This design comes from an exercise in tuning for a short achievable clock period and few clock cycles on the open sky130 flow, not from production work.
The RTL was checked by simulation tests, not by an equivalence proof against the original design.
The clock port is modelled as an ideal driver; clocking choices that lean on that would not hold on a real chip.
Power is estimated from default activity; no workload was simulated.

==> design.v <==
module processor (
  input  logic        clk,
  input  logic        reset,
  input  logic [31:0] instruction,
  output logic [31:0] addr,
  output logic [31:0] out,
  output logic        sys_dne,
  output logic        rw
);
  localparam logic [5:0] OP_AND = 6'd6;
  localparam logic [5:0] OP_OR  = 6'd7;
  localparam logic [5:0] OP_XOR = 6'd8;
  localparam logic [5:0] OP_NOT = 6'd9;
  localparam logic [5:0] OP_LI  = 6'd10;
  localparam int W = 17;
  localparam logic [1:0] FN_AND = 2'd0;
  localparam logic [1:0] FN_OR  = 2'd1;
  localparam logic [1:0] FN_XOR = 2'd2;
  logic        run_q;      
  logic [31:0] pc_q;       
  logic [31:0] npc_q;      
  logic [5:0]  f_op;
  logic [4:0]  f_rs, f_rt, f_rd;
  logic        f_and, f_or, f_xor, f_not, f_li, f_wr, f_ua, f_ub;
  logic [4:0]  f_dst;
  logic [31:0] f_sel_a, f_sel_b;
  logic        r1_v;
  logic [31:0] r1_sel_a, r1_sel_b;   
  logic        r1_ua, r1_ub;          
  logic        r1_not, r1_li;
  logic [15:0] r1_imm;
  logic [4:0]  r1_dst;
  logic        r1_wr;
  logic        r1_fa1, r1_fb1;        
  logic        r1_fa2, r1_fb2;        
  logic [1:0]  r1_fn;
  logic        r2_v;
  logic [4:0]  r2_dst;
  logic        r2_wr;
  logic        r2_fa2, r2_fb2;
  logic [W-1:0] r2_a0, r2_a1, r2_b0, r2_b1;    
  logic        r2_ua, r2_ub;
  logic [W-1:0] r2_bk;                
  logic [3:0]  r2_t0, r2_t1;          
  assign f_op  = instruction[31:26];
  assign f_rs  = instruction[25:21];
  assign f_rt  = instruction[20:16];
  assign f_rd  = instruction[15:11];
  assign f_and = (f_op == OP_AND);
  assign f_or  = (f_op == OP_OR);
  assign f_xor = (f_op == OP_XOR);
  assign f_not = (f_op == OP_NOT);
  assign f_li  = (f_op == OP_LI);
  assign f_wr  = f_and | f_or | f_xor | f_not | f_li;
  assign f_ua  = f_and | f_or | f_xor | f_not;    
  assign f_ub  = f_and | f_or | f_xor;            
  assign f_dst = f_not ? f_rt : (f_li ? f_rs : f_rd);
  always_comb begin
    for (int j = 0; j < 32; j++) begin
      f_sel_a[j] = (f_rs == 5'(j));
      f_sel_b[j] = (f_rt == 5'(j));
    end
  end
  logic [W-1:0] rf [32];
  logic [W-1:0] rd_a0, rd_a1, rd_b0, rd_b1, bk;
  logic        hold1, fa, fb;
  logic [1:0]  fn;
  logic [3:0]  t0, t1;
  always_comb begin
    rd_a0 = '0;
    rd_a1 = '0;
    rd_b0 = '0;
    rd_b1 = '0;
    for (int j = 0; j < 16; j++) begin
      rd_a0 = rd_a0 | ({W{r1_sel_a[j]}} & rf[j]);
      rd_a1 = rd_a1 | ({W{r1_sel_a[j + 16]}} & rf[j + 16]);
      rd_b0 = rd_b0 | ({W{r1_sel_b[j]}} & rf[j]);
      rd_b1 = rd_b1 | ({W{r1_sel_b[j + 16]}} & rf[j + 16]);
    end
  end
  assign bk = r1_not ? '1 : (r1_li ? {1'b0, r1_imm} : '0);
  assign hold1 = !(r1_v && r1_wr);
  assign fa    = hold1 | r1_fa1;
  assign fb    = hold1 | r1_fb1;
  assign fn    = hold1 ? FN_OR : r1_fn;
  logic [3:0] ka, kb, ka0, kb0, ka1, kb1;
  assign ka  = 4'b1100;
  assign kb  = 4'b1010;
  assign ka0 = fa ? 4'b0000 : ka;
  assign kb0 = fb ? 4'b0000 : kb;
  assign ka1 = fa ? 4'b1111 : ka;
  assign kb1 = fb ? 4'b1111 : kb;
  always_comb begin
    case (fn)
      FN_AND:  begin t0 = ka0 & kb0; t1 = ka1 & kb1; end
      FN_OR:   begin t0 = ka0 | kb0; t1 = ka1 | kb1; end
      default: begin t0 = ka0 ^ kb0; t1 = ka1 ^ kb1; end
    endcase
  end
  logic [W-1:0] resn_q;    
  logic [W-1:0] op_a, op_b, p0, p1;
  assign op_a = r2_fa2 ? ~resn_q : ({W{r2_ua}} & (r2_a0 | r2_a1));
  assign op_b = r2_fb2 ? ~resn_q : (r2_ub ? (r2_b0 | r2_b1) : r2_bk);
  always_comb begin
    for (int i = 0; i < W; i++) begin
      p0[i] = r2_v & r2_t0[{op_a[i], op_b[i]}];
      p1[i] = !r2_v | r2_t1[{op_a[i], op_b[i]}];
    end
  end
  logic        e_v;
  logic        e_clr;      
  logic [31:0] e_we;
  logic [W-1:0] e_p0, e_p1;
  logic [31:0] out_q;      
  logic        dne_q;
  logic [W-1:0] x_r;
  assign x_r = {W{!e_clr}} & ((resn_q & e_p0) | (~resn_q & e_p1));
  logic [31:0] x_out, o_p0, o_p1;
  assign o_p0  = {{16{e_p0[16]}}, e_p0[15:0]};
  assign o_p1  = {{16{e_p1[16]}}, e_p1[15:0]};
  assign x_out = {32{!e_clr}} & ((~out_q & o_p0) | (out_q & o_p1));
  always_ff @(posedge clk or negedge reset) begin
    if (!reset) begin
      run_q  <= 1'b0;
      r1_v   <= 1'b0;
      r2_v   <= 1'b0;
      e_v    <= 1'b0;
      e_clr  <= 1'b1;
      dne_q  <= 1'b0;
    end else begin
      run_q  <= 1'b1;
      r1_v   <= run_q;
      r2_v   <= r1_v;
      e_v    <= r2_v;
      e_clr  <= 1'b0;
      dne_q  <= e_v;
    end
  end
  always_ff @(posedge clk) begin
    pc_q   <= run_q ? npc_q : 32'd0;
    npc_q  <= run_q ? npc_q + 32'd1 : 32'd1;
    for (int j = 0; j < 32; j++) e_we[j] <= r2_v & r2_wr & (r2_dst == 5'(j));
    e_p0   <= p0;
    e_p1   <= p1;
    out_q  <= x_out;
    resn_q <= ~x_r;
  end
  always_ff @(posedge clk) begin
    r1_sel_a <= f_sel_a;
    r1_sel_b <= f_sel_b;
    r1_ua    <= f_ua;
    r1_ub    <= f_ub;
    r1_not   <= f_not;
    r1_li    <= f_li;
    r1_imm   <= instruction[15:0];
    r1_dst   <= f_dst;
    r1_wr    <= f_wr;
    r1_fa1   <= f_ua & r1_v & r1_wr & (r1_dst == f_rs);
    r1_fb1   <= f_ub & r1_v & r1_wr & (r1_dst == f_rt);
    r1_fa2   <= f_ua & r2_v & r2_wr & (r2_dst == f_rs);
    r1_fb2   <= f_ub & r2_v & r2_wr & (r2_dst == f_rt);
    r1_fn    <= f_and ? FN_AND : ((f_or | f_li) ? FN_OR : FN_XOR);
    r2_dst   <= r1_dst;
    r2_wr    <= r1_wr;
    r2_fa2   <= r1_fa2;
    r2_fb2   <= r1_fb2;
    r2_a0    <= rd_a0;
    r2_a1    <= rd_a1;
    r2_b0    <= rd_b0;
    r2_b1    <= rd_b1;
    r2_ua    <= r1_ua;
    r2_ub    <= r1_ub;
    r2_bk    <= bk;
    r2_t0    <= t0;
    r2_t1    <= t1;
    for (int j = 0; j < 32; j++)
      if (e_we[j]) rf[j] <= x_r;
  end
  assign addr    = pc_q;
  assign out     = out_q;
  assign sys_dne = dne_q;
  assign rw      = 1'b0;
endmodule
==> flow/run.sh <==
#!/bin/bash
set -euo pipefail
cd "$(dirname "$0")/.."
P=${FLOW_PLATFORM:-sky130hd}
R=orfs/results/$P/processor/base
PD=$FLOW_HOME/platforms/$P
LIB=$PD/lib/sky130_fd_sc_hd__tt_025C_1v80.lib
bash standard.sh place > flow_place.log 2>&1
best=""
bestlat=99
for combo in 25:100 22:100 25:150 20:100 28:100 25:70; do
  s=${combo%:*}; d=${combo#*:}
  rm -f $R/4_1_cts.odb $R/4_cts.odb $R/4_cts.sdc
  if ! bash standard.sh CTS_CLUSTER_SIZE=$s CTS_CLUSTER_DIAMETER=$d cts > flow_cts_${s}_${d}.log 2>&1; then
    continue
  fi
  m=$(ROOT_MEASURE=1 ROOT_LIB=$LIB PLATFORM_DIR=$PD ROOT_DB=$R/4_cts.odb ROOT_SDC=$R/4_cts.sdc CLK_PORT=clk \
      openroad -no_init -exit flow/root.tcl 2>&1 | tee flow_measure_${s}_${d}.log | grep '^MEASURE' || true)
  echo "$s $d $m" >> flow_cts_choice.log
  read -r _ fan lat slew <<< "$m" || continue
  [[ -z "${slew:-}" ]] && continue
  ok=$(awk -v f="$fan" -v l="$lat" -v sl="$slew" -v b="$bestlat" 'BEGIN{print (f>=1 && f<=16 && sl<0.112 && l<b) ? 1 : 0}')
  if [[ "$ok" == 1 ]]; then
    bestlat=$lat; best=$combo
    mkdir -p flow_best; cp $R/4_1_cts.odb $R/4_cts.odb $R/4_cts.sdc flow_best/
    cp orfs/logs/$P/processor/base/4_1_cts.log flow_best/ 2>/dev/null || true
  fi
done
echo "chosen: ${best:-none} latency $bestlat" >> flow_cts_choice.log
if [[ -n "$best" ]]; then
  cp flow_best/4_1_cts.odb flow_best/4_cts.odb flow_best/4_cts.sdc $R/
  cp flow_best/4_1_cts.log orfs/logs/$P/processor/base/4_1_cts.log 2>/dev/null || true
  ROOT_LIB=$LIB ROOT_DB=$R/4_cts.odb CLK_PORT=clk openroad -no_init -exit flow/root.tcl > flow_root.log 2>&1
  touch $R/4_cts.sdc
else
  rm -f $R/4_1_cts.odb $R/4_cts.odb $R/4_cts.sdc
  bash standard.sh CTS_CLUSTER_SIZE=25 CTS_CLUSTER_DIAMETER=100 cts > flow_cts_fallback.log 2>&1
fi
bash standard.sh > flow_finish.log 2>&1
==> standard.sh <==
#!/bin/bash
# synth_recipe.tcl (not shown) runs the flow's synth.tcl, then flattens the netlist and writes it again
# the make line also repeats each setting of config.mk as NAME=value (left out here)
make -C /OpenROAD-flow-scripts/flow DESIGN_CONFIG=/design/flow/config.mk WORK_HOME=/design/flow/orfs CLKGATE_MAP_FILE= SYNTH_SCRIPT=/design/flow/synth_recipe.tcl "${@:-finish}"
==> config.mk <==
export PLATFORM = sky130hd
export DESIGN_NAME = processor
export DESIGN_NICKNAME = processor
export VERILOG_FILES = /design/flow/design.v
export SDC_FILE = /design/flow/constraint.sdc
export NUM_CORES = 4
export LEC_CHECK = 0
export CAP_MARGIN = 20
export CORE_MARGIN = 2
export CORE_UTILIZATION = 45
export SETUP_SLACK_MARGIN = 4.0
export SLEW_MARGIN = 20
==> flow/root.tcl <==
set db_file $::env(ROOT_DB)
if {[info exists ::env(ROOT_LIB)]} { read_liberty $::env(ROOT_LIB) }
read_db $db_file
set block [ord::get_db_block]
set clk [$block findNet $::env(CLK_PORT)]
set loads [$clk getITerms]
if {[llength $loads] != 1} {
  puts "ROOT: clock net has [llength $loads] cell loads; left as it is"
  exit 0
}
set root_it [lindex $loads 0]
set root [$root_it getInst]
proc out_net {inst} {
  foreach it [$inst getITerms] { if {[$it isOutputSignal]} { return [$it getNet] } }
  return ""
}
proc in_iterm {inst} {
  foreach it [$inst getITerms] { if {[$it isInputSignal]} { return $it } }
  return ""
}
set onet [out_net $root]
if {$onet eq ""} { puts "ROOT: no output net"; exit 0 }
set mids {}
foreach it [$onet getITerms] {
  if {[$it getInst] ne $root} { lappend mids [$it getInst] }
}
set n [llength $mids]
if {$n > 16 || [llength [$onet getBTerms]] > 0} {
  puts "ROOT: root [$root getName] drives $n pins; left as it is"
  if {[info exists ::env(ROOT_MEASURE)]} { puts "MEASURE 99 99 99" }
  exit 0
}
foreach m $mids {
  if {![string match "*buf_*" [[$m getMaster] getName]] || [out_net $m] eq ""} {
    puts "ROOT: root drives a non-buffer [$m getName]; left as it is"
    exit 0
  }
}
proc loc {inst} {
  set b [$inst getBBox]
  return [list [expr {([$b xMin] + [$b xMax]) / 2.0}] [expr {([$b yMin] + [$b yMax]) / 2.0}]]
}
proc dist {a b} {
  lassign [loc $a] ax ay
  lassign [loc $b] bx by
  return [expr {abs($ax - $bx) + abs($ay - $by)}]
}
set groups {}
foreach m $mids { lappend groups [list $m] }
while {[llength $groups] > 4} {
  set best -1
  set bi 0
  set bj 1
  for {set i 0} {$i < [llength $groups]} {incr i} {
    for {set j [expr {$i + 1}]} {$j < [llength $groups]} {incr j} {
      set gi [lindex $groups $i]
      set gj [lindex $groups $j]
      # distance between group centroids
      set sx 0; set sy 0
      foreach m $gi { lassign [loc $m] x y; set sx [expr {$sx + $x}]; set sy [expr {$sy + $y}] }
      set cix [expr {$sx / [llength $gi]}]; set ciy [expr {$sy / [llength $gi]}]
      set sx 0; set sy 0
      foreach m $gj { lassign [loc $m] x y; set sx [expr {$sx + $x}]; set sy [expr {$sy + $y}] }
      set cjx [expr {$sx / [llength $gj]}]; set cjy [expr {$sy / [llength $gj]}]
      set d [expr {abs($cix - $cjx) + abs($ciy - $cjy)}]
      if {$best < 0 || $d < $best} { set best $d; set bi $i; set bj $j }
    }
  }
  set merged [concat [lindex $groups $bi] [lindex $groups $bj]]
  set groups [lreplace $groups $bj $bj]
  set groups [lreplace $groups $bi $bi $merged]
}
puts "ROOT: removing [$root getName] ([[$root getMaster] getName]); $n buffers below it, in [llength $groups] groups"
set keep {}
foreach g $groups {
  set k [lindex $g 0]
  set knet [out_net $k]
  foreach m [lrange $g 1 end] {
    set mnet [out_net $m]
    foreach it [$mnet getITerms] {
      if {[$it getInst] ne $m} { $it disconnect; $it connect $knet }
    }
    foreach it [$m getITerms] { $it disconnect }
    odb::dbInst_destroy $m
    odb::dbNet_destroy $mnet
  }
  if {[llength $g] > 1} {
    # move k to the centroid of its loads
    set sx 0; set sy 0; set c 0
    foreach it [$knet getITerms] {
      if {[$it getInst] eq $k} { continue }
      lassign [loc [$it getInst]] x y
      set sx [expr {$sx + $x}]; set sy [expr {$sy + $y}]; incr c
    }
    if {$c > 0} {
      set b [$k getBBox]
      set w [expr {[$b xMax] - [$b xMin]}]
      set h [expr {[$b yMax] - [$b yMin]}]
      $k setLocation [expr {int($sx / $c - $w / 2)}] [expr {int($sy / $c - $h / 2)}]
      $k setPlacementStatus PLACED
    }
  }
  lappend keep $k
}
foreach k $keep {
  set it [in_iterm $k]
  $it disconnect
  $it connect $clk
}
foreach it [$root getITerms] { $it disconnect }
odb::dbInst_destroy $root
odb::dbNet_destroy $onet
if {$n > 4} {
  detailed_placement
  check_placement
}
if {[info exists ::env(ROOT_MEASURE)]} {
  # Report instead of saving: "MEASURE <buffers below the root> <max clock
  # latency> <max flip-flop clock slew>" with placement parasitics.
  read_sdc $::env(ROOT_SDC)
  source $::env(PLATFORM_DIR)/setRC.tcl
  set_propagated_clock [all_clocks]
  estimate_parasitics -placement
  set lat 0
  set slew 0
  foreach pin [all_registers -clock_pins -edge_triggered] {
    foreach e {rise fall} {
      set v [get_property $pin slew_max_$e]
      if {$v > $slew} { set slew $v }
    }
    set a [get_property $pin arrival_max_rise]
    if {$a > $lat} { set lat $a }
  }
  puts "MEASURE $n $lat $slew"
  exit 0
}
write_db $db_file
==> constraint.sdc <==
create_clock -name core_clock -period 6.0 [get_ports {clk}]
set_input_delay 1.2000 -clock core_clock [delete_from_list [all_inputs] [get_ports {clk}]]
set_output_delay 1.2000 -clock core_clock [all_outputs]
set_load 0.01 [all_outputs]
==> results of run 1 <==
[power by group through the flow]
stage	clock (mW)	sequential, mW	combinational, mW
after detailed placement	0	7.01	0.457
after CTS	3.67	6.87	0.486
after global routing	3.56	6.87	0.547
after floorplan	0	6.96	0.270
final	3.31	6.87	0.524
after global placement	0	7.01	0.450
[routing by layer]
layer	global-route usage (%)	wire, µm	vias up	part of all wire (%)
met4	13.5	6900	2	5.8
li1	-	-	10100	-
met1	38.9	45100	12200	38
met2	44.6	51700	1936	43
met3	8.65	15500	400	13
met5	0.733	49	-	0.041
[final cells by class]
type                       count  area share (%)
timing repair buffer         253            5.94
timing repair inverter        17           0.325
inverter                      30           0.463
sequential                   927            61.5
clock buffer                  72            3.02
multi-input combinational   1320            25.3
tap                         1030            3.29
clock inverter                 3           0.140
[registers in the layout (all words and copies together) (netlist names), 32 cells and up]
name	cells
r1_sel_a	32
rf	544
out_q	32
pc_q	32
e_we	32
r1_sel_b	32
npc_q	32
[metrics by stage]
stage	util [%]	cells	hold slack, ns
3_3_place_gp	48.5	3499	0.326
3_5_place_dp	48.5	3499	0.330
6_report	51.5	3652	0.357
5_1_grt	51.5	3652	0.372
4_1_cts	51.1	3635	0.351
2_1_floorplan	-	2481	0.310
[layout by cell type, fill, tap and decap left out, types with 34 or more instances in the layout]
cell type   instances
mux2i_1            83
a22o_1            275
a221oi_1          272
a21oi_1            41
dfxtp_2            49
a21o_1             34
edfxtp_1          544
dfxtp_1           326
clkbuf_16          43
buf_4             141
clkinvlp_4         35
nand4_1            79
buf_6              46
nor2_1            173
[final timing paths]
| kind | from | end | slack (ns) | cells after the start |
|---|---|---|---|---|
| max | dne_q | sys_dne | 3.87 | 1 |
| min | e_v | dne_q | 0.36 | 0 |
| max reg2reg | r1_sel_b[0] | r2_b0[11] | 3.97 | 3 |
| min reg2reg | e_v | dne_q | 0.36 | 0 |
| max in group asynchronous | reset | e_clr | 4.65 | 1 |
| min in group asynchronous | reset | dne_q | 1.03 | 1 |
[kinds of logic (layout without fill, tap and decap cells)]
family / Yosys count / in the layout / share of synthesized area (%)
DFF: 927 / 927 / 69.3
AOI/OAI and AO/OA: 744 / 744 / 17.7
and+or+nand+nor: 451 / 452 / 6.89
buffers and inverters: 235 / 375 / 2.61
muxes: 89 / 89 / 2.65
xor gates and xnor gates: 29 / 29 / 0.732
adders and majority gates: 3 / 3 / 0.108
other: 2 / 3 / 0.0216
[what timing repair did]
action / 4_1_cts / 5_1_grt
gates cloned: 18 / 1
setup endpoints to repair: 642 / 446
resized for setup: 396 / 65
pin swaps: 2 / 3
setup buffers: 34 / 23
==> summary.txt, run 1 <==
Run status
  • Status: finished clean

Pwr
  • P_int: 8.36 mW
  • Clk network pwr share: 30.9%
  • Power per cell area: 273 nW/µm²
  • Static Leak: 13.4 nW
  • Sw Share: 21.9%
  • Switching power: 2.34 mW
  • Pwr Total: 10.7 mW
  • Flop pwr share: 64.2%
  • Logic gate share of total power: 4.9%
  • Maximum VDD drop: 0.220 mV

Cells and area
  • Multi-input gate area: 9940 µm²
  • Syn-to-layout area delta: 13.0%
  • Number of diodes: 0
  • Final Cell Area: 39200 µm²
  • Sequential Area: 24100 µm²
  • NumNets Final: 2628
  • Share of layout cells above drive strength 1: 16.8%
  • FILL cells: 6298

Detailed routing
  • Vias/cell: 6.75
  • Pre-antenna DRT Iters: 6
  • Routed len/inst: 32.6 µm
  • 1st-iter DRT viols: 3957
  • ANT nets after route: 0
  • # DRC: 0
  • Routed wire length: 119000 µm
  • Detailed-route via count: 24600

Run
  • Max_cap viols: 0

Clock tree
  • Worst skew pair latency: 0.44 ns
  • CTS max path bufs: 3
  • Clk sink count: 927
  • CTS tree: built
  • Htree depth: 2
  • Root buffer cell: clkbuf_16
  • Hold buffer count at CTS: 0
  • Worst-path clk slew: 0.10 ns
  • CTS Buf Count: 43

Logic synthesis
  • Area contributors post-synth: edfxtp_1 47%, dfxtp_1 22%, a22o_1 6.9%, a221oi_1 6.9%, mux2i_1 2.4%
  • Synth async-reset ratio: 0.647%
  • Synth top cells by count: 544 x edfxtp_1, 377 x dfxtp_1, 275 x a22o_1, 272 x a221oi_1, 190 x clkbuf_1
  • Post-synth top flop: edfxtp_1
  • Ys Warns: 2
  • Yosys top cell area share: 47.1%
  • Post-synth top area cell: edfxtp_1
  • Post-synth EDFFs: 544
  • Synth cell types: 57
  • Cells after Synth: 2480
  • Top-count cell post-synth: edfxtp_1
  • Syn Area/Cell: 14.0 µm²
  • Post-synthesis cell area: 34700 µm²
  • Yosys reg bits: 927
  • Seq/Total Area, Yosys: 69.3%

Critical path
  • CP Capture Type: output port
  • CP max FO: 1
  • CP bufs+invs: 1
  • CP cell instances: buf_2
  • Arrival time at the worst endpoint: 0.93 ns
  • Max incr delay on CP: 0.37 ns
  • CP Launch Type: flip-flop
  • Crit-path slowest cell: dfrtp_1
  • CP delay by family, top: flip-flops
  • Crit Path Class: flip-flop to output port
  • CP required: 4.80 ns

Timing
  • Minimum clock period: 2.13 ns
  • Final setup violation count: 0
  • Worst slew pin tran: 1.26 ns
  • Pins over their slew limit: 0
  • Skew final: 0.0307 ns
  • RSZ-0062 raised after global routing: true
  • Setup TNS Final: 0 ns
  • Final Cycle Share: 35.6%
  • Final WS setup: 3.87 ns
  • Highest Clock Rate: 469 MHz
  • Fin. Hold Viols: 0
  • Max-Slew Margin vs Limit: 15.6%

Place
  • Detailed placer's ending HPWL: 64900 µm
  • Place WS: 3.19 ns
  • RD Place Congestion: 0.901
  • Cell Area, Placed: 36900 µm²
  • Port bufs: 98

Die
  • Core outline area: 76200 µm²
  • Num rows: 101
  • Initial Util: 45.5%
  • I/O pins: 100
  • Chip width: 282 µm
  • Die ar.: 79400 µm²
  • Die H: 282 µm

Min path
  • Hold Crit Class: flip-flop to flip-flop

Global route
  • GRT Overall Usage: 29.4%
  • First-pass GRT wire length: 167000 µm
  • Antenna violations before repair: 0
  • Vias in the first global route: 23500
  • Largest net degree at the start of global routing: 35
  • Gr ovfl total: 0
Testbench counts, summed over its fixed seeds: cycles 16,288.
==> inputs of run 2 (changes only) <==
--- a/flow/run.sh
+++ b/flow/run.sh
@@ -8,7 +8,7 @@
 bash standard.sh place > flow_place.log 2>&1
 best=""
 bestlat=99
-for combo in 25:100 22:100 25:150 20:100 28:100 25:70; do
+for combo in 25:100 22:100 25:150 28:100 28:150 30:100 30:150 32:120; do
   s=${combo%:*}; d=${combo#*:}
   rm -f $R/4_1_cts.odb $R/4_cts.odb $R/4_cts.sdc
   if ! bash standard.sh CTS_CLUSTER_SIZE=$s CTS_CLUSTER_DIAMETER=$d cts > flow_cts_${s}_${d}.log 2>&1; then
@@ -19,7 +19,7 @@
   echo "$s $d $m" >> flow_cts_choice.log
   read -r _ fan lat slew <<< "$m" || continue
   [[ -z "${slew:-}" ]] && continue
-  ok=$(awk -v f="$fan" -v l="$lat" -v sl="$slew" -v b="$bestlat" 'BEGIN{print (f>=1 && f<=16 && sl<0.112 && l<b) ? 1 : 0}')
+  ok=$(awk -v f="$fan" -v l="$lat" -v sl="$slew" -v b="$bestlat" 'BEGIN{print (f>=1 && f<=16 && sl<0.117 && l<b) ? 1 : 0}')
   if [[ "$ok" == 1 ]]; then
     bestlat=$lat; best=$combo
     mkdir -p flow_best; cp $R/4_1_cts.odb $R/4_cts.odb $R/4_cts.sdc flow_best/
==> run 2 against run 1 <==
Register-to-register slack hardly changed. Largest power group unchanged. Fmax is 0.68% higher. First-iteration DRC count is 1.3% higher. Non-clock buffer count is 11 lower. Critical path depth stayed put. Critical path type unchanged.
==> summary.txt, run 2 <==
Cells and area
  • Biggest register: rf (unchanged)
  • Fin util: 51.1% (was 51.5%)
  • Commonest cells after routing, fill and taps aside: 544 x edfxtp_1, 325 x dfxtp_1, 275 x a22o_1 (was 544 x edfxtp_1, 326 x dfxtp_1, 275 x a22o_1)
  • Most common cell after layout, fill and taps aside: edfxtp_1 (unchanged)
  • Max reg flops: 544 (unchanged)
  • Share of layout cells above drive strength 1: 16.4% (was 16.8%)
  • NumNets Final: 2613 (was 2628)
  • Syn-to-layout area delta: 12.2% (was 13.0%)
  • FILL cells: 6339 (was 6298)

Pwr
  • Clk network pwr share: 30.0% (was 30.9%)
  • Static Leak: 13.3 nW (was 13.4 nW)
  • P_int: 8.25 mW (was 8.36 mW)
  • Maximum VDD drop: 0.155 mV (was 0.220 mV)
  • Flop pwr share: 65.1% (was 64.2%)
  • Sw Share: 21.8% (was 21.9%)
  • Switching power: 2.30 mW (was 2.34 mW)
  • Logic gate share of total power: 4.9% (about the same)
  • Power per cell area: 271 nW/µm² (was 273 nW/µm²)

Global route
  • Antenna violations before repair: 0 (unchanged)
  • Vias in the first global route: 23400 (was 23500)
  • Largest net degree at the start of global routing: 35 (unchanged)
  • First-pass GRT wire length: 166000 µm (was 167000 µm)
  • Gr ovfl total: 0 (unchanged)
  • GRT Overall Usage: 29.1% (was 29.4%)

Detailed routing
  • Routed wire length: 118000 µm (was 119000 µm)
  • M1 WL: 44900 µm (was 45100 µm)
  • WL met2: 52100 µm (was 51700 µm)
  • Routed len/inst: 32.5 µm (was 32.6 µm)
  • 1st-iter DRT viols: 4010 (was 3957)
  • Met3 Wirelength: 15100 µm (was 15500 µm)
  • # DRC: 0 (unchanged)
  • Detailed-route via count: 24500 (was 24600)
  • Uppermost layer routed: met4 (was met5)
  • Vias/cell: 6.75 (about the same)
  • Pre-antenna DRT Iters: 6 (unchanged)
  • ANT nets after route: 0 (unchanged)

Timing
  • Final Cycle Share: 35.3% (was 35.6%)
  • Setup TNS Final: 0 ns (unchanged)
  • Skew final: 0.0397 ns (was 0.0307 ns)
  • Highest Clock Rate: 472 MHz (was 469 MHz)
  • Worst slew pin tran: 1.32 ns (was 1.26 ns)
  • Pins over their slew limit: 0 (unchanged)
  • RSZ-0062 raised after global routing: true (unchanged)
  • Final setup violation count: 0 (unchanged)
  • Max-Slew Margin vs Limit: 11.6% (was 15.6%)
  • Fin. Hold Viols: 0 (unchanged)
  • Minimum clock period: 2.12 ns (was 2.13 ns)

Critical path
  • Max incr delay on CP: 0.38 ns (was 0.37 ns)
  • CP max FO: 2 (was 1)
  • CP Capture Type: output port (unchanged)
  • CP Launch Type: flip-flop (unchanged)
  • CP bufs+invs: 1 (unchanged)
  • CP cell instances: buf_6 (was buf_2)
  • Crit-path slowest cell: dfxtp_4 (was dfrtp_1)
  • CP delay by family, top: flip-flops (unchanged)
  • CP required: 4.80 ns (about the same)
  • Crit Path Class: flip-flop to output port (unchanged)
  • Arrival time at the worst endpoint: 0.92 ns (was 0.93 ns)

Min path
  • Hold Crit Class: flip-flop to flip-flop (unchanged)

Die
  • Initial Util: 45.5% (unchanged)
  • Die ar.: 79400 µm² (unchanged)
  • Die H: 282 µm (unchanged)
  • I/O pins: 100 (unchanged)
  • Core outline area: 76200 µm² (unchanged)
  • Num rows: 101 (unchanged)
  • Chip width: 282 µm (unchanged)

Place
  • Detailed placer's ending HPWL: 64900 µm (unchanged)
  • Port bufs: 98 (unchanged)
  • RD Place Congestion: 0.901 (unchanged)

Run status
  • Status: finished clean (unchanged)

Logic synthesis
  • Synth top cells by count: 544 x edfxtp_1, 377 x dfxtp_1, 275 x a22o_1, 272 x a221oi_1, 190 x clkbuf_1 (unchanged)
  • Synth async-reset ratio: 0.647% (unchanged)
  • Yosys reg bits: 927 (unchanged)
  • Post-synth top area cell: edfxtp_1 (unchanged)
  • Area contributors post-synth: edfxtp_1 47%, dfxtp_1 22%, a22o_1 6.9%, a221oi_1 6.9%, mux2i_1 2.4% (unchanged)
  • Seq/Total Area, Yosys: 69.3% (unchanged)
  • Cells after Synth: 2480 (unchanged)
  • Syn Area/Cell: 14.0 µm² (unchanged)
  • Ys Warns: 2 (unchanged)
  • Post-synth top flop: edfxtp_1 (unchanged)
  • Post-synth EDFFs: 544 (unchanged)
  • Synth cell types: 57 (unchanged)
  • Post-synthesis cell area: 34700 µm² (unchanged)
  • Top-count cell post-synth: edfxtp_1 (unchanged)
  • Yosys top cell area share: 47.1% (unchanged)

Run
  • Max_cap viols: 0 (unchanged)

Clock tree
  • CTS tree: built (unchanged)
  • Worst-path clk slew: 0.11 ns (was 0.10 ns)
  • Root buffer cell: clkbuf_16 (unchanged)
  • Clk sink count: 927 (unchanged)
  • CTS max path bufs: 3 (unchanged)
  • CTS Buf Count: 39 (was 43)
  • Worst skew pair latency: 0.42 ns (was 0.44 ns)
  • Htree depth: 2 (unchanged)
-- run 2: per-stage QoR --
stage	setup slack, ns	hold WS, ns	instance area [µm²]	power, mW	std cells
after floorplan	3.94	0.310	34800	7.23	2481
after detailed placement	3.19	0.330	36900	7.47	3499
after CTS	3.67	0.334	38500	10.4	3614
final	3.88	0.325	38900	10.5	3635
after global routing	3.83	0.348	38900	10.8	3633
after global placement	3.23	0.326	36900	7.46	3499
-- run 2: repair_timing --
action                     CTS  global route
setup buffers               37            10
gates cloned                18             1
setup endpoints to repair  643           368
pin swaps                    2             3
hold buffers                 0             0
resized for setup          396            68
-- run 2: final cells by class --
cell class,instances,area [µm²],share of cell area [%]
Antenna cell,2,5.00,0.0129
Clock buffer,66,1100,2.82
Clock inverter,1,30.0,0.0771
Inverter,30,181,0.466
Multi-Input combinational cell,1320,9930,25.5
Sequential cell,927,24100,61.9
Tap cell,1030,1290,3.31
Timing Repair Buffer,242,2170,5.58
Timing Repair inverter,17,128,0.328
-- run 2: path summary, 6_finish.rpt --
path	start	to	slack (ns)	cells past startpoint
worst max-delay path	out_q[13]	out[13]	3.88	1
worst min-delay path	r1_ub	r2_ub	0.33	0
worst max register to register	r1_sel_a[15]	r2_a0[16]	3.98	3
worst min register to register	r1_ub	r2_ub	0.33	0
max in group asynchronous	reset	e_clr	4.68	1
min in group asynchronous	reset	e_v	1.05	1
-- run 2: power groups by stage --
stage / Combinational (mW) / Sequential, mW / Clock, mW
2_1_floorplan: 0.270 / 6.96 / 0
3_3_place_gp: 0.450 / 7.01 / 0
3_5_place_dp: 0.457 / 7.01 / 0
4_1_cts: 0.484 / 6.87 / 3.09
5_1_grt: 0.537 / 6.88 / 3.41
6_report: 0.515 / 6.87 / 3.16
-- run 2: kinds of logic (layout without fill, tap and decap cells) --
| logic type | after synthesis | after routing | synth area share, % |
|---|---|---|---|
| compound gates | 744 | 744 | 17.7 |
| simple gates | 451 | 452 | 6.89 |
| xor+xnor | 29 | 29 | 0.732 |
| other cells | 2 | 5 | 0.0216 |
| buf+inv | 235 | 356 | 2.61 |
| flops | 927 | 927 | 69.3 |
| mux | 89 | 89 | 2.65 |
| fa+ha+maj | 3 | 3 | 0.108 |
-- run 2: per-layer routing --
layer  vias to the layer above  GRT usage, %
met5                         -             0
met4                         0          12.9
met3                       388          8.09
met2                      1906          44.4
met1                     12200          38.9
li1                      10100             -
==> inputs of run 3 (changes only) <==
--- a/config.mk
+++ b/config.mk
@@ -7,6 +7,6 @@
 export LEC_CHECK = 0
 export CAP_MARGIN = 20
 export CORE_MARGIN = 2
-export CORE_UTILIZATION = 45
+export CORE_UTILIZATION = 65
 export SETUP_SLACK_MARGIN = 4.0
 export SLEW_MARGIN = 20
==> run 3 against run 2 <==
Still clean. Critical path depth did not move. Clock skew down 0.019 ns. Die area decreased by 30%. Final area shrank 2.2%. Highest routed layer unchanged.
==> summary.txt, run 3 <==
Detailed routing
  • ANT nets after route: 0 (unchanged)
  • Routed len/inst: 35.2 µm (was 32.5 µm)
  • Detailed-route via count: 25000 (was 24500)
  • Pre-antenna DRT Iters: 7 (was 6)
  • # DRC: 0 (unchanged)
  • Vias/cell: 7.69 (was 6.75)
  • 1st-iter DRT viols: 4265 (was 4010)
  • Routed wire length: 114000 µm (was 118000 µm)

Clock tree
  • CTS tree: built (unchanged)
  • CTS max path bufs: 3 (unchanged)
  • Worst skew pair latency: 0.42 ns (about the same)
  • Htree depth: 2 (unchanged)
  • Worst-path clk slew: 0.11 ns (about the same)
  • CTS Buf Count: 36 (was 39)
  • Hold buffer count at CTS: 0 (unchanged)
  • Root buffer cell: clkbuf_16 (unchanged)
  • Clk sink count: 927 (unchanged)

Die
  • Die H: 235 µm (was 282 µm)
  • I/O pins: 100 (unchanged)
  • Chip width: 235 µm (was 282 µm)
  • Core outline area: 52700 µm² (was 76200 µm²)
  • Num rows: 84 (was 101)
  • Initial Util: 65.9% (was 45.5%)
  • Die ar.: 55300 µm² (was 79400 µm²)

Place
  • Port bufs: 98 (unchanged)
  • Cell Area, Placed: 36300 µm² (was 36900 µm²)
  • RD Place Congestion: 0.919 (was 0.901)
  • Place WS: 3.20 ns (was 3.19 ns)
  • Detailed placer's ending HPWL: 62800 µm (was 64900 µm)

Logic synthesis
  • Post-synth top area cell: edfxtp_1 (unchanged)
  • Simple-Gate Fraction of Synth Area: 6.89% (unchanged)
  • Post-synthesis adder-cell area fraction: 0.108% (unchanged)
  • Top-count cell post-synth: edfxtp_1 (unchanged)
  • Synth Area in XOR/XNOR: 0.732% (unchanged)
  • Synth async-reset ratio: 0.647% (unchanged)
  • Synth top cells by count: 544 x edfxtp_1, 377 x dfxtp_1, 275 x a22o_1, 272 x a221oi_1, 190 x clkbuf_1 (unchanged)
  • Largest family of logic cells by synthesized area: compound AO/OA/AOI/OAI gates (unchanged)
  • Syn Area/Cell: 14.0 µm² (unchanged)
  • Mux cell area share after synthesis: 2.65% (unchanged)
  • Area contributors post-synth: edfxtp_1 47%, dfxtp_1 22%, a22o_1 6.9%, a221oi_1 6.9%, mux2i_1 2.4% (unchanged)
  • Yosys reg bits: 927 (unchanged)
  • Compound-Gate Fraction of Synth Area: 17.7% (unchanged)
  • Synth cell types: 57 (unchanged)
  • Cells after Synth: 2480 (unchanged)
  • Seq/Total Area, Yosys: 69.3% (unchanged)
  • Post-synthesis cell area: 34700 µm² (unchanged)
  • Post-synth top flop: edfxtp_1 (unchanged)
  • Post-synth EDFFs: 544 (unchanged)
  • Yosys top cell area share: 47.1% (unchanged)
  • Ys Warns: 2 (unchanged)

Global route
  • Antenna violations before repair: 2 (was 0)
  • Vias in the first global route: 23800 (was 23400)
  • GRT Overall Usage: 39.7% (was 29.1%)
  • First-pass GRT wire length: 160000 µm (was 166000 µm)
  • Gr ovfl total: 0 (unchanged)
  • Largest net degree at the start of global routing: 35 (unchanged)

Critical path
  • Max incr delay on CP: 0.37 ns (was 0.38 ns)
  • CP required: 4.80 ns (about the same)
  • Crit Path Class: flip-flop to output port (unchanged)
  • CP Launch Type: flip-flop (unchanged)
  • R2R Setup Slk: 4.00 ns (was 3.98 ns)
  • CP Capture Type: output port (unchanged)
  • CP bufs+invs: 1 (unchanged)
  • Arrival time at the worst endpoint: 0.91 ns (was 0.92 ns)
  • Crit-path slowest cell: dfrtp_1 (was dfxtp_4)
  • CP max FO: 1 (was 2)
  • CP delay by family, top: flip-flops (unchanged)
  • CP cell instances: buf_2 (was buf_6)

Timing
  • Skew final: 0.0205 ns (was 0.0397 ns)
  • Fin. Hold Viols: 0 (unchanged)
  • Max-Slew Margin vs Limit: 9.85% (was 11.6%)
  • Minimum clock period: 2.11 ns (was 2.12 ns)
  • Setup TNS Final: 0 ns (unchanged)
  • Final Cycle Share: 35.2% (was 35.3%)
  • Worst slew pin tran: 1.35 ns (was 1.32 ns)
  • Final WS setup: 3.89 ns (was 3.88 ns)
  • Pins over their slew limit: 0 (unchanged)
  • Highest Clock Rate: 474 MHz (was 472 MHz)
  • RSZ-0062 raised after global routing: true (unchanged)
  • Final setup violation count: 0 (unchanged)

Cells and area
  • FILL cells: 3460 (was 6339)
  • NumNets Final: 2573 (was 2613)
  • Commonest cells after routing, fill and taps aside: 544 x edfxtp_1, 313 x dfxtp_1, 275 x a22o_1 (was 544 x edfxtp_1, 325 x dfxtp_1, 275 x a22o_1)
  • Final Cell Area: 38100 µm² (was 38900 µm²)
  • Share of layout cells above drive strength 1: 15.4% (was 16.4%)
  • Biggest register: rf (unchanged)
  • Most common cell after layout, fill and taps aside: edfxtp_1 (unchanged)
  • Max reg flops: 544 (unchanged)
  • Syn-to-layout area delta: 9.68% (was 12.2%)

Pwr
  • Maximum VDD drop: 0.247 mV (was 0.155 mV)
  • Power per cell area: 272 nW/µm² (was 271 nW/µm²)
  • Static Leak: 13.0 nW (was 13.3 nW)

Min path
  • Hold Crit Class: flip-flop to flip-flop (unchanged)

Run
  • Max_cap viols: 0 (unchanged)

Run status
  • Status: finished clean (unchanged)
run 3: cell type report:
cell class | instances | area (µm²) | area share [%]
diodes | 1 | 2.50 | 0.00657
clock buffers | 61 | 1000 | 2.64
inverters | 30 | 178 | 0.467
multi-input cells | 1320 | 9930 | 26.1
flip-flops and latches | 927 | 24100 | 63.4
well taps | 688 | 861 | 2.26
repair buffers | 205 | 1830 | 4.82
repair inverters | 17 | 128 | 0.335
run 3: kinds of logic after synthesis:
kind of cell,count (synthesis)
xor gates and xnor gates,29
buffers and inverters,235
other,2
DFF,927
muxes,89
and+or+nand+nor,451
adders and majority gates,3
AOI/OAI and AO/OA,744
run 3: stage by stage:
stage	power [mW]	util (%)	std cells	hold slack (ns)
2_1_floorplan	7.23	-	2481	0.310
5_1_grt	10.6	72.3	3248	0.337
6_report	10.4	72.3	3249	0.334
3_5_place_dp	7.46	68.9	3127	0.315
4_1_cts	10.4	71.7	3231	0.336
3_3_place_gp	7.45	68.9	3127	0.313
run 3: timing repair:
action,4_1_cts,5_1_grt
gates cloned,9,10
buffers inserted,32,8
resized for setup,393,71
pin swaps,1,5
setup endpoints to repair,644,537
run 3: power breakdown:
group / total, mW / switching (mW) / internal (mW)
logic: 0.464 / 0.281 / 0.183
registers: 6.91 / 0.130 / 6.78
clock network: 2.98 / 1.82 / 1.17
run 3: metal layers:
| metal | track usage [%] | vias to the layer above | part of all wire (%) |
|---|---|---|---|
| met2 | 57.3 | 2425 | 43 |
| met4 | 22.4 | 0 | 7.2 |
| met1 | 54.6 | 12000 | 35 |
| met5 | 0 | - | 0 |
| met3 | 10.9 | 558 | 15 |
| li1 | - | 9976 | - |
run 3: path summary, 6_finish.rpt:
path	depth (start not counted)	from	endpoint
max in group asynchronous	1	reset	e_clr
min	0	r1_ub	r2_ub
min in group asynchronous	1	reset	r1_v
max	1	dne_q	sys_dne
max reg2reg	2	e_clr	rf[7][16]
min reg2reg	0	r1_ub	r2_ub
==> inputs of run 4 (changes only) <==
--- a/flow/run.sh
+++ b/flow/run.sh
@@ -19,7 +19,7 @@
   echo "$s $d $m" >> flow_cts_choice.log
   read -r _ fan lat slew <<< "$m" || continue
   [[ -z "${slew:-}" ]] && continue
-  ok=$(awk -v f="$fan" -v l="$lat" -v sl="$slew" -v b="$bestlat" 'BEGIN{print (f>=1 && f<=16 && sl<0.117 && l<b) ? 1 : 0}')
+  ok=$(awk -v f="$fan" -v l="$lat" -v sl="$slew" -v b="$bestlat" 'BEGIN{print (f>=1 && f<=16 && sl<0.110 && l<b) ? 1 : 0}')
   if [[ "$ok" == 1 ]]; then
     bestlat=$lat; best=$combo
     mkdir -p flow_best; cp $R/4_1_cts.odb $R/4_cts.odb $R/4_cts.sdc flow_best/
==> run 4 against run 3 <==
Fmax shrank 1.2%. Final area is 0.96% higher. Worst setup slack worse by 0.025 ns. Sequential power about the same. Global-route usage increased by 0.43 points. Combinational power is 2% higher. Flip-flop and latch count stayed put. Critical endpoint unchanged. Largest cell class unchanged. Largest power group unchanged. Highest routed layer is now met5.
==> summary.txt, run 4 <==
Run status
  • Status: finished clean (unchanged)

Logic synthesis
  • Yosys reg bits: 927 (unchanged)
  • Top-count cell post-synth: edfxtp_1 (unchanged)
  • Post-synth top area cell: edfxtp_1 (unchanged)
  • Post-synthesis cell area: 34700 µm² (unchanged)
  • Seq/Total Area, Yosys: 69.3% (unchanged)
  • Ys Warns: 2 (unchanged)
  • Post-synth top flop: edfxtp_1 (unchanged)
  • Syn Area/Cell: 14.0 µm² (unchanged)
  • Post-synth EDFFs: 544 (unchanged)
  • Area contributors post-synth: edfxtp_1 47%, dfxtp_1 22%, a22o_1 6.9%, a221oi_1 6.9%, mux2i_1 2.4% (unchanged)
  • Yosys top cell area share: 47.1% (unchanged)
  • Cells after Synth: 2480 (unchanged)
  • Synth async-reset ratio: 0.647% (unchanged)
  • Synth cell types: 57 (unchanged)
  • Synth top cells by count: 544 x edfxtp_1, 377 x dfxtp_1, 275 x a22o_1, 272 x a221oi_1, 190 x clkbuf_1 (unchanged)

Global route
  • Largest net degree at the start of global routing: 35 (unchanged)
  • GRT Overall Usage: 40.1% (was 39.7%)
  • Gr ovfl total: 0 (unchanged)
  • First-pass GRT wire length: 161000 µm (was 160000 µm)
  • Vias in the first global route: 23900 (was 23800)
  • Antenna violations before repair: 1 (was 2)

Detailed routing
  • Vias/cell: 7.71 (was 7.69)
  • ANT nets after route: 0 (unchanged)
  • Routed len/inst: 35.3 µm (was 35.2 µm)
  • 1st-iter DRT viols: 4541 (was 4265)
  • Routed wire length: 116000 µm (was 114000 µm)
  • Pre-antenna DRT Iters: 6 (was 7)
  • # DRC: 0 (unchanged)
  • Detailed-route via count: 25300 (was 25000)

Timing
  • Highest Clock Rate: 469 MHz (was 474 MHz)
  • Final WS setup: 3.87 ns (was 3.89 ns)
  • Skew final: 0.0300 ns (was 0.0205 ns)
  • Pins over their slew limit: 0 (unchanged)
  • Worst slew pin tran: 1.36 ns (was 1.35 ns)
  • RSZ-0062 raised after global routing: true (unchanged)
  • Setup TNS Final: 0 ns (unchanged)
  • Final Cycle Share: 35.6% (was 35.2%)
  • Final setup violation count: 0 (unchanged)
  • Max-Slew Margin vs Limit: 9.12% (was 9.85%)
  • Minimum clock period: 2.13 ns (was 2.11 ns)
  • Fin. Hold Viols: 0 (unchanged)

Die
  • Initial Util: 65.9% (unchanged)
  • Core outline area: 52700 µm² (unchanged)
  • Chip width: 235 µm (unchanged)
  • I/O pins: 100 (unchanged)
  • Die H: 235 µm (unchanged)
  • Die ar.: 55300 µm² (unchanged)
  • Num rows: 84 (unchanged)

Clock tree
  • Worst skew pair latency: 0.45 ns (was 0.42 ns)
  • CTS max path bufs: 3 (unchanged)
  • CTS tree: built (unchanged)
  • Root buffer cell: clkbuf_16 (unchanged)
  • Worst-path clk slew: 0.10 ns (was 0.11 ns)
  • Hold buffer count at CTS: 0 (unchanged)
  • Htree depth: 2 (unchanged)
  • Clk sink count: 927 (unchanged)
  • CTS Buf Count: 43 (was 36)

Min path
  • Hold Path Depth: 0 (unchanged)
  • Hold Startpoint: r1_ub (unchanged)
  • Hold Path Sink: r2_ub (unchanged)
  • Hold Crit Class: flip-flop to flip-flop (unchanged)

Critical path
  • CP bufs+invs: 1 (unchanged)
  • CP required: 4.80 ns (about the same)
  • CP max FO: 1 (unchanged)
  • Worst r2r path cells: 3 (was 2)
  • R2R Setup Slk: 3.99 ns (was 4.00 ns)
  • RR Startpoint: r1_sel_a[4] (was e_clr)
  • CP Capture Type: output port (unchanged)
  • Arrival time at the worst endpoint: 0.93 ns (was 0.91 ns)
  • Crit-path slowest cell: dfrtp_1 (unchanged)
  • Max incr delay on CP: 0.37 ns (about the same)
  • CP cell instances: buf_2 (unchanged)
  • CP delay by family, top: flip-flops (unchanged)
  • Crit Path Class: flip-flop to output port (unchanged)
  • FF-to-FF End: r2_a0[6] (was rf[7][16])
  • CP Launch Type: flip-flop (unchanged)

Cells and area
  • Commonest cells after routing, fill and taps aside: 544 x edfxtp_1, 316 x dfxtp_1, 275 x a22o_1 (was 544 x edfxtp_1, 313 x dfxtp_1, 275 x a22o_1)
  • FILL cells: 3416 (was 3460)
  • NumNets Final: 2589 (was 2573)
  • Multi-input gate area: 9950 µm² (was 9930 µm²)
  • Most common cell after layout, fill and taps aside: edfxtp_1 (unchanged)
  • Final Cell Area: 38400 µm² (was 38100 µm²)
  • Syn-to-layout area delta: 10.7% (was 9.68%)
  • Sequential Area: 24100 µm² (about the same)
  • Max reg flops: 544 (unchanged)
  • Share of layout cells above drive strength 1: 15.9% (was 15.4%)
  • Biggest register: rf (unchanged)

Pwr
  • P_int: 8.35 mW (was 8.13 mW)
  • Static Leak: 13.2 nW (was 13.0 nW)
  • Pwr Total: 10.7 mW (was 10.4 mW)
  • Switching power: 2.35 mW (was 2.23 mW)
  • Sw Share: 22.0% (was 21.5%)
  • Flop pwr share: 64.6% (was 66.7%)
  • Clk network pwr share: 31.0% (was 28.8%)
  • Maximum VDD drop: 0.339 mV (was 0.247 mV)
  • Power per cell area: 279 nW/µm² (was 272 nW/µm²)
  • Logic gate share of total power: 4.4% (was 4.5%)

Place
  • Detailed placer's ending HPWL: 62800 µm (unchanged)
  • Port bufs: 98 (unchanged)
  • Place WS: 3.20 ns (unchanged)
  • Cell Area, Placed: 36300 µm² (unchanged)
  • RD Place Congestion: 0.919 (unchanged)

Run
  • Max_cap viols: 0 (unchanged)
[run 4: stage by stage]
stage / util, % / std cells / hold WS (ns)
3_5_place_dp: 68.9 / 3127 / 0.315
3_3_place_gp: 68.9 / 3127 / 0.313
2_1_floorplan: - / 2481 / 0.310
4_1_cts: 71.7 / 3231 / 0.336
6_report: 73.0 / 3275 / 0.332
5_1_grt: 73.0 / 3273 / 0.335
[run 4: per-layer routing]
layer  up-vias  global-route usage, %  wire length, µm  share of wire [%]
met4         2                   22.3             7940                6.9
li1      10000                      -                -                  -
met2      2449                   58.1            49500                 43
met1     12200                   54.4            39900                 34
met3       562                   12.2            18400                 16
met5         -                      0               15              0.013
[run 4: how the worst max path moves through the flow]
stage | from | endpoint | depth (start not counted)
6_report | dne_q | sys_dne | 1
5_1_grt | dne_q | sys_dne | 1
4_1_cts | dne_q | sys_dne | 1
3_5_place_dp | instruction[28] | r1_fa2 | 5
3_3_place_gp | instruction[28] | r1_dst[0] | 5
2_1_floorplan | instruction[29] | r1_dst[1] | 5
[run 4: cell type report]
type / instances / area share, %
Timing Repair inverter: 17 / 0.332
Clock buffer: 74 / 3.10
Antenna cell: 2 / 0.0130
Timing Repair Buffer: 213 / 5.02
Multi-Input combinational cell: 1321 / 25.9
Tap cell: 688 / 2.24
Sequential cell: 927 / 62.8
Clock inverter: 3 / 0.143
Inverter: 30 / 0.462
[run 4: cell families after synthesis]
kind of cell / count (synthesis) / synth area share (%)
DFF: 927 / 69.3
AOI/OAI and AO/OA: 744 / 17.7
and+or+nand+nor: 451 / 6.89
buffers and inverters: 235 / 2.61
muxes: 89 / 2.65
xor gates and xnor gates: 29 / 0.732
adders and majority gates: 3 / 0.108
other: 2 / 0.0216
[run 4: power by group through the flow]
stage / registers (mW) / clock network (mW) / logic, mW
6_report: 6.91 / 3.32 / 0.471
2_1_floorplan: 6.96 / 0 / 0.270
3_5_place_dp: 7.05 / 0 / 0.409
3_3_place_gp: 7.05 / 0 / 0.399
5_1_grt: 6.91 / 3.52 / 0.489
4_1_cts: 6.90 / 3.05 / 0.432
[run 4: timing repair]
| item | CTS | global route |
|---|---|---|
| endpoints found under the setup margin | 644 | 524 |
| cloned | 11 | 9 |
| setup buffers | 32 | 14 |
| resized for setup | 390 | 72 |
| pin swaps | 1 | 6 |
[run 4: worst reg2reg max path, delay by kind of cell, from the launching register on]
kind,cells,cell delay (ns)
flops,1,0.77
compound gates,2,0.76
simple gates,1,0.30
==> inputs of run 5 (changes only) <==
--- a/design.v
+++ b/design.v
@@ -12,7 +12,7 @@
   localparam logic [5:0] OP_XOR = 6'd8;
   localparam logic [5:0] OP_NOT = 6'd9;
   localparam logic [5:0] OP_LI  = 6'd10;
-  localparam int W = 17;
+  localparam int W = 32;
   localparam logic [1:0] FN_AND = 2'd0;
   localparam logic [1:0] FN_OR  = 2'd1;
   localparam logic [1:0] FN_XOR = 2'd2;
@@ -78,7 +78,7 @@
       rd_b1 = rd_b1 | ({W{r1_sel_b[j + 16]}} & rf[j + 16]);
     end
   end
-  assign bk = r1_not ? '1 : (r1_li ? {1'b0, r1_imm} : '0);
+  assign bk = r1_not ? '1 : (r1_li ? {16'h0000, r1_imm} : '0);
   assign hold1 = !(r1_v && r1_wr);
   assign fa    = hold1 | r1_fa1;
   assign fb    = hold1 | r1_fb1;
@@ -115,10 +115,8 @@
   logic        dne_q;
   logic [W-1:0] x_r;
   assign x_r = {W{!e_clr}} & ((resn_q & e_p0) | (~resn_q & e_p1));
-  logic [31:0] x_out, o_p0, o_p1;
-  assign o_p0  = {{16{e_p0[16]}}, e_p0[15:0]};
-  assign o_p1  = {{16{e_p1[16]}}, e_p1[15:0]};
-  assign x_out = {32{!e_clr}} & ((~out_q & o_p0) | (out_q & o_p1));
+  logic [31:0] x_out;
+  assign x_out = {32{!e_clr}} & ((~out_q & e_p0) | (out_q & e_p1));
   always_ff @(posedge clk or negedge reset) begin
     if (!reset) begin
       run_q  <= 1'b0;
--- a/flow/run.sh
+++ b/flow/run.sh
@@ -19,7 +19,7 @@
   echo "$s $d $m" >> flow_cts_choice.log
   read -r _ fan lat slew <<< "$m" || continue
   [[ -z "${slew:-}" ]] && continue
-  ok=$(awk -v f="$fan" -v l="$lat" -v sl="$slew" -v b="$bestlat" 'BEGIN{print (f>=1 && f<=16 && sl<0.110 && l<b) ? 1 : 0}')
+  ok=$(awk -v f="$fan" -v l="$lat" -v sl="$slew" -v b="$bestlat" 'BEGIN{print (f>=1 && f<=16 && sl<0.117 && l<b) ? 1 : 0}')
   if [[ "$ok" == 1 ]]; then
     bestlat=$lat; best=$combo
     mkdir -p flow_best; cp $R/4_1_cts.odb $R/4_cts.odb $R/4_cts.sdc flow_best/
--- a/config.mk
+++ b/config.mk
@@ -7,6 +7,6 @@
 export LEC_CHECK = 0
 export CAP_MARGIN = 20
 export CORE_MARGIN = 2
-export CORE_UTILIZATION = 65
+export CORE_UTILIZATION = 45
 export SETUP_SLACK_MARGIN = 4.0
 export SLEW_MARGIN = 20
==> run 5 against run 4 <==
Die area increased by 140%. Utilization is 23 points lower. Critical path depth unchanged. Combinational power increased by 77%. Worst setup slack got worse by 0.15 ns.
==> summary.txt, run 5 <==
Timing
  • Final setup violation count: 0 (unchanged)
  • Pins over their slew limit: 0 (unchanged)
  • RSZ-0062 raised after global routing: true (unchanged)
  • Worst slew pin tran: 1.03 ns (was 1.36 ns)
  • Final Cycle Share: 38.1% (was 35.6%)
  • Max-Slew Margin vs Limit: 31.4% (was 9.12%)
  • Fin. Hold Viols: 0 (unchanged)
  • Highest Clock Rate: 438 MHz (was 469 MHz)
  • Skew final: 0.0316 ns (was 0.0300 ns)
  • Setup TNS Final: 0 ns (unchanged)
  • Minimum clock period: 2.28 ns (was 2.13 ns)

Clock tree
  • Worst-path clk slew: 0.11 ns (was 0.10 ns)
  • CTS Buf Count: 59 (was 43)
  • Clk sink count: 1512 (was 927)
  • Root buffer cell: clkbuf_16 (unchanged)
  • CTS tree: built (unchanged)
  • Worst skew pair latency: 0.52 ns (was 0.45 ns)
  • CTS max path bufs: 3 (unchanged)
  • Htree depth: 2 (unchanged)
  • Hold buffer count at CTS: 0 (unchanged)

Die
  • Core outline area: 127000 µm² (was 52700 µm²)
  • Die ar.: 131000 µm² (was 55300 µm²)
  • Die H: 362 µm (was 235 µm)
  • Num rows: 131 (was 84)
  • Initial Util: 45.3% (was 65.9%)
  • Chip width: 362 µm (was 235 µm)
  • I/O pins: 100 (unchanged)

Critical path
  • Crit Path Class: flip-flop to output port (unchanged)
  • CP required: 4.80 ns (about the same)
  • CP cell instances: buf_6 (was buf_2)
  • CP Launch Type: flip-flop (unchanged)
  • CP max FO: 2 (was 1)
  • CP bufs+invs: 1 (unchanged)
  • Arrival time at the worst endpoint: 1.08 ns (was 0.93 ns)
  • Crit-path slowest cell: dfxtp_4 (was dfrtp_1)
  • CP delay by family, top: flip-flops (unchanged)
  • Max incr delay on CP: 0.44 ns (was 0.37 ns)
  • CP Capture Type: output port (unchanged)

Pwr
  • Sw Share: 22.2% (was 22.0%)
  • Static Leak: 21.2 nW (was 13.2 nW)
  • Power per cell area: 267 nW/µm² (was 279 nW/µm²)
  • Clk network pwr share: 29.0% (was 31.0%)
  • Maximum VDD drop: 0.258 mV (was 0.339 mV)
  • Switching power: 3.80 mW (was 2.35 mW)
  • Flop pwr share: 66.1% (was 64.6%)
  • Logic gate share of total power: 4.9% (was 4.4%)
  • P_int: 13.3 mW (was 8.35 mW)

Logic synthesis
  • Post-synth top flop: edfxtp_1 (unchanged)
  • Largest family of logic cells by synthesized area: compound AO/OA/AOI/OAI gates (unchanged)
  • Cells after Synth: 3917 (was 2480)
  • Post-synth top area cell: edfxtp_1 (unchanged)
  • Top-count cell post-synth: edfxtp_1 (unchanged)
  • Synth async-reset ratio: 0.397% (was 0.647%)
  • Syn Area/Cell: 14.7 µm² (was 14.0 µm²)
  • Simple-Gate Fraction of Synth Area: 5.50% (was 6.89%)
  • Synth Area in XOR/XNOR: 0.440% (was 0.732%)
  • Area contributors post-synth: edfxtp_1 53%, dfxtp_1 17%, a22o_1 7.8%, a221oi_1 7.8%, mux2i_1 2.2% (was edfxtp_1 47%, dfxtp_1 22%, a22o_1 6.9%, a221oi_1 6.9%, mux2i_1 2.4%)
  • Post-synthesis adder-cell area fraction: 0.0651% (was 0.108%)
  • Compound-Gate Fraction of Synth Area: 19.1% (was 17.7%)
  • Post-synthesis cell area: 57700 µm² (was 34700 µm²)
  • Seq/Total Area, Yosys: 70.3% (was 69.3%)
  • Mux cell area share after synthesis: 2.38% (was 2.65%)
  • Post-synth EDFFs: 1024 (was 544)
  • Yosys reg bits: 1512 (was 927)
  • Synth top cells by count: 1024 x edfxtp_1, 515 x a22o_1, 512 x a221oi_1, 482 x dfxtp_1, 276 x clkbuf_1 (was 544 x edfxtp_1, 377 x dfxtp_1, 275 x a22o_1, 272 x a221oi_1, 190 x clkbuf_1)
  • Yosys top cell area share: 53.3% (was 47.1%)
  • Ys Warns: 2 (unchanged)
  • Synth cell types: 56 (was 57)

Detailed routing
  • Routed wire length: 222000 µm (was 116000 µm)
  • Routed len/inst: 38.6 µm (was 35.3 µm)
  • Detailed-route via count: 41500 (was 25300)
  • Vias/cell: 7.23 (was 7.71)
  • 1st-iter DRT viols: 7268 (was 4541)
  • ANT nets after route: 0 (unchanged)
  • Pre-antenna DRT Iters: 6 (unchanged)
  • # DRC: 0 (unchanged)

Cells and area
  • Share of layout cells above drive strength 1: 16.4% (was 15.9%)
  • Sequential Area: 40800 µm² (was 24100 µm²)
  • Max reg flops: 1024 (was 544)
  • FILL cells: 10600 (was 3416)
  • Syn-to-layout area delta: 11.3% (was 10.7%)
  • Multi-input gate area: 16200 µm² (was 9950 µm²)
  • NumNets Final: 4064 (was 2589)
  • Commonest cells after routing, fill and taps aside: 1024 x edfxtp_1, 515 x a22o_1, 512 x a221oi_1 (was 544 x edfxtp_1, 316 x dfxtp_1, 275 x a22o_1)
  • Biggest register: rf (unchanged)
  • Finished Layout Cells: 5747 (was 3275)
  • Most common cell after layout, fill and taps aside: edfxtp_1 (unchanged)

Place
  • Placed insts: 5495 (was 3127)
  • Detailed placer's ending HPWL: 111000 µm (was 62800 µm)
  • RD Place Congestion: 0.929 (was 0.919)
  • Port bufs: 98 (unchanged)

Run status
  • Status: finished clean (unchanged)

Run
  • Max_cap viols: 0 (unchanged)

Global route
  • Vias in the first global route: 39400 (was 23900)
  • Antenna violations before repair: 11 (was 1)
  • GRT Overall Usage: 32.5% (was 40.1%)
  • First-pass GRT wire length: 301000 µm (was 161000 µm)
  • Largest net degree at the start of global routing: 65 (was 35)
  • Gr ovfl total: 0 (unchanged)

Min path
  • Hold Crit Class: flip-flop to flip-flop (unchanged)
-- run 5: cell count changes after synthesis, sizes merged, moves of 16 or more --
cell / change
inv: +17
clkbuf: +86
nand4: +59
mux2i: +46
dfxtp: +105
edfxtp: +480
a21oi: +43
a221oi: +240
o22ai: +16
a22o: +240
nor2b: +16
-- run 5: kinds of logic after synthesis --
| group | after synthesis |
|---|---|
| adder cells (fa/ha/maj) | 3 |
| AND/OR/NAND/NOR | 574 |
| AO/OA/AOI/OAI | 1327 |
| flip-flops | 1512 |
| other | 2 |
| multiplexers | 134 |
| buffers and inverters | 336 |
| XOR/XNOR | 29 |
-- run 5: power by group through the flow --
stage | registers, mW | clock network [mW] | logic, mW
2_1_floorplan | 11.5 | 0 | 0.412
3_3_place_gp | 11.6 | 0 | 0.719
3_5_place_dp | 11.6 | 0 | 0.725
4_1_cts | 11.3 | 4.94 | 0.766
5_1_grt | 11.3 | 5.35 | 0.853
6_report | 11.3 | 4.97 | 0.834
-- run 5: area by class of cell --
class	count	share of cell area [%]
clock inverter	3	0.0409
multi-input combinational	2074	25.2
timing repair buffer	303	4.50
inverter	47	0.472
clock buffer	108	2.55
antenna	7	0.0273
sequential	1512	63.6
tap	1662	3.24
timing repair inverter	31	0.363
-- run 5: repair_timing --
action / CTS / global route
resized for setup: 478 / 94
pin swaps: 4 / 7
setup endpoints to repair: 1213 / 565
buffers inserted: 69 / 29
cloned: 33 / 3
-- run 5: layer usage --
metal,vias up,wire length [µm],GRT usage [%]
met1,20700,79900,42.3
met3,791,29500,8.47
li1,16400,-,-
met4,14,15100,17.5
met2,3645,97300,50.0
met5,-,86,0
-- run 5: stage by stage --
| step | worst slack [ns] | area, µm² | hold slack [ns] | total power [mW] | utilization (%) |
|---|---|---|---|---|---|
| 2_1_floorplan | 3.94 | 57700 | 0.310 | 11.9 | - |
| 5_1_grt | 3.71 | 64200 | 0.345 | 17.5 | 50.4 |
| 3_3_place_gp | 3.01 | 60600 | 0.311 | 12.3 | 47.6 |
| 4_1_cts | 3.47 | 63300 | 0.335 | 17.0 | 49.7 |
| 3_5_place_dp | 2.99 | 60600 | 0.313 | 12.3 | 47.6 |
| 6_report | 3.72 | 64200 | 0.333 | 17.1 | 50.4 |
-- run 5: path summary, 6_finish.rpt --
check,startpoint,to,slack (ns),cells past startpoint
worst max-delay path,out_q[16],out[16],3.72,1
worst min-delay path,r1_fb2,r2_fb2,0.33,0
worst max register to register,r1_sel_b[9],r2_b0[8],3.96,4
worst min register to register,r1_fb2,r2_fb2,0.33,0
max in group asynchronous,reset,e_clr,4.81,1
min in group asynchronous,reset,r2_v,0.92,1
Testbench counts of run 5, summed over its fixed seeds: cycles 16,288.

## separate check: timing with driven ports
The flow's constraints put no driver on any port. The routed layouts listed below were extracted and timed again, unchanged, in two steps. Step 1: set_driving_cell puts a clkbuf_16 on clk and a buf_2 on each other input, an assumption about the parent block. Step 2 moves the port delays by t, midway between the first and last clock arrival at a register: inputs arrive t later, outputs are due t later. That takes back most of the time a late clock gives input paths. Slacks: no drivers / after step 1 / after step 2; pairs: no drivers / after step 1.
| run | t, ns | setup WS [ns] | slew at the worst register clock pin (ns) |
|---|---|---|---|
| run 1 | 0.549 | 3.867 / 3.739 / 3.702 | 0.11 / 0.11 |
| run 2 | 0.538 | 3.881 / 3.752 / 3.615 | 0.11 / 0.11 |
| run 3 | 0.529 | 3.891 / 3.766 / 3.642 | 0.12 / 0.12 |
| run 4 | 0.552 | 3.866 / 3.742 / 3.619 | 0.11 / 0.11 |
| run 5 | 0.667 | 3.716 / 3.554 / 3.335 | 0.12 / 0.12 |
After both steps every run listed still meets setup and hold. The setup slack of run 5, which loses most, moves by -0.162 ns with the drivers and by -0.381 ns with both steps.
